Source: an optimization exercise on an open RTL-to-GDS flow (aim: small area, a short achievable clock period and few clock cycles per item). Production flows keep margins and buffers that such runs may drop. At most, simulation tests tie the RTL to the original design; equivalence was not proved.

==> flow/design.v (excerpt) <==
module activation_function_unit (
	input  wire logic                 clk,
	input  wire logic                 arst_n,
	input  wire logic                 item_valid,
	output logic                      item_stall,
	input  wire logic signed [XW-1:0] x_in,
	input  wire logic                 last_in,
	output logic                      result_valid,
	input  wire logic                 result_stall,
	output logic signed [XW-1:0]      y_out,
	output logic                      last_out,
	input  wire logic                 cfg_valid,
	output logic                      cfg_ready,
	input  wire logic [2:0]           cfg_data
);
clock: 12.0 ns
lec_check: 0
abc_area: 1
cap_margin: 20
core_margin: 2
core_utilization: 60
slew_margin: 20
synth_memory_max_bits: 20000
run.sh (not shown) runs the stock make flow with config.mk's settings and CLKGATE_MAP_FILE= SYNTH_SCRIPT=/design/flow/synth_recipe.tcl, a recipe that flattens the netlist after the stock synthesis.
Testbench counts at the start, summed over its fixed seeds: cycles 24,024, items 24,000.
==> next run, changes <==
==> flow/flow/run.sh (new file) <==
#!/bin/bash
# The standard layout, with repair_timing aiming 8.4 ns below the clock
# period (the setup margin), so that it sizes and buffers the critical
# paths; the design is still laid out and signed off at the design's period
# and constraints.
set -euo pipefail
bash standard.sh SETUP_SLACK_MARGIN=8.4 finish > standard.log 2>&1
==> flow/standard.sh (new file) <==
#!/bin/bash
# synth_recipe.tcl (not shown) runs the flow's synth.tcl, then flattens the netlist and writes it again
# the make line also repeats each setting of config.mk as NAME=value (left out here)
make -C /OpenROAD-flow-scripts/flow DESIGN_CONFIG=/design/flow/config.mk WORK_HOME=/design/flow/orfs CLKGATE_MAP_FILE= SYNTH_SCRIPT=/design/flow/synth_recipe.tcl "${@:-finish}"
removed: flow/run.sh
After rerunning: Clock-buffer cell count stays the same. Final area is higher by 8.2%. Clock skew is about the same. Core utilization is higher by 5.4 points. Setup slack improved by 0.43 ns. Non-clock buffer count is higher by 72.

---

== willow ==
activation_function_unit, a different RTL version from the one above (not shown whole).
Size in the first run: ~1500 cells after synthesis, ~45 I/O pins, ~11000 um2 of cells after synthesis.
clock: 12.0 ns
lec_check: 0
abc_area: 1
cap_margin: 20
core_margin: 2
core_utilization: 60
slew_margin: 20
synth_memory_max_bits: 20000
Stock flow here: none of the scripts above is used.
## Diff of input files: cedar against willow
-- flow/config.mk --
<<< willow, line 7
export LEC_CHECK = 0
export ABC_AREA = 1
export CAP_MARGIN = 20
export CORE_MARGIN = 2
export CORE_UTILIZATION = 60
export SLEW_MARGIN = 20
export SYNTH_MEMORY_MAX_BITS = 20000
>>> cedar, line 7
export LEC_CHECK = 0
export ABC_AREA = 1
export CAP_MARGIN = 80
export CORE_MARGIN = 2
export CORE_UTILIZATION = 60
export SLEW_MARGIN = 80
export SYNTH_MEMORY_MAX_BITS = 20000
Results
- Compare cedar and willow | global routing usage on met1 lower: willow
- Post-synth net total came out exactly the same in cedar and willow.
- cedar against willow: fraction of area in clock buffers and inverters went down 0.26 points; least setup slack across all paths after layout decreased by 150 ps relative to the old numbers.
- Core occupancy in the finished layout for cedar: 4.6 points up relative to willow
- Sort cedar and willow by routed wire length, ascending, and willow comes first.
## Diff of input files: lagoon against cedar
==> flow/flow/run.sh (new file) <==
#!/bin/bash
# The standard layout, with repair_timing aiming 8.4 ns below the clock
# period (the setup margin), so that it sizes and buffers the critical
# paths; the design is still laid out and signed off at the design's period
# and constraints.
set -euo pipefail
bash standard.sh SETUP_SLACK_MARGIN=8.4 finish > standard.log 2>&1
==> flow/standard.sh (new file) <==
#!/bin/bash
# synth_recipe.tcl (not shown) runs the flow's synth.tcl, then flattens the netlist and writes it again
# the make line also repeats each setting of config.mk as NAME=value (left out here)
make -C /OpenROAD-flow-scripts/flow DESIGN_CONFIG=/design/flow/config.mk WORK_HOME=/design/flow/orfs CLKGATE_MAP_FILE= SYNTH_SCRIPT=/design/flow/synth_recipe.tcl "${@:-finish}"
-- flow/config.mk --
<<< cedar, line 7
export LEC_CHECK = 0
export ABC_AREA = 1
export CAP_MARGIN = 80
export CORE_MARGIN = 2
export CORE_UTILIZATION = 60
export SLEW_MARGIN = 80
export SYNTH_MEMORY_MAX_BITS = 20000
>>> lagoon, line 7
export LEC_CHECK = 0
export ABC_AREA = 1
export CAP_MARGIN = 20
export CORE_MARGIN = 2
export CORE_UTILIZATION = 60
export SLEW_MARGIN = 20
export SYNTH_MEMORY_MAX_BITS = 20000
removed: flow/run.sh
Findings:
- From cedar to lagoon the numbers moved as follows: met2 wirelength from detailed routing down 4400 um; overall die height shows no meaningful change.
- Topmost layer with routed signal wires: met4 -> lagoon, met5 -> cedar
- In the route summary, lagoon ends up with a via count below that of cedar.
- lagoon vs cedar — number of buffers and inverters on the critical path dropped 4.
- In summary, lagoon completed successfully, with a layout that passed the timing, design-rule and antenna checks.
- Relative to cedar, total of fill cells in the finished design has increased by about 9% in lagoon.
No functional check of the RTL was part of any run of this note.

static timing again, ports no longer ideal:
In the flow no input, the clock included, has a driving cell. The finished layouts below were timed again as built, in two steps. Step 1 assumes that a clkbuf_16 drives the clock port and a buf_2 every other input. Step 2 also shifts input and output timing later by t, the mid clock arrival at the registers, as if the neighbouring blocks saw the same clock. Slacks: ideal / step 1 / step 2; pairs: ideal / step 1.
run	t (ns)	setup WS [ns]	hold slack, ns	clock arrival spread, ns	slew at the worst register clock pin (ns)
the first run of note 1	0.396	7.610 / 7.630 / 7.234	0.442 / 0.442 / 0.442	0.014 / 0.014	0.08 / 0.08
the second run of note 1	0.398	8.039 / 8.035 / 7.638	0.437 / 0.437 / 0.437	0.011 / 0.011	0.08 / 0.08
willow	0.404	6.948 / 6.948 / 6.948	0.450 / 0.450 / 0.450	0.013 / 0.013	0.08 / 0.08
cedar	0.413	6.797 / 6.797 / 6.797	0.449 / 0.449 / 0.449	0.022 / 0.022	0.09 / 0.09
lagoon	0.395	8.312 / 8.312 / 8.061	0.432 / 0.432 / 0.432	0.013 / 0.013	0.08 / 0.08
After both steps every run listed still meets setup and hold. For the second run of note 1, which loses most, drivers alone change the setup slack by -0.004 ns; drivers and shift together by -0.401 ns.
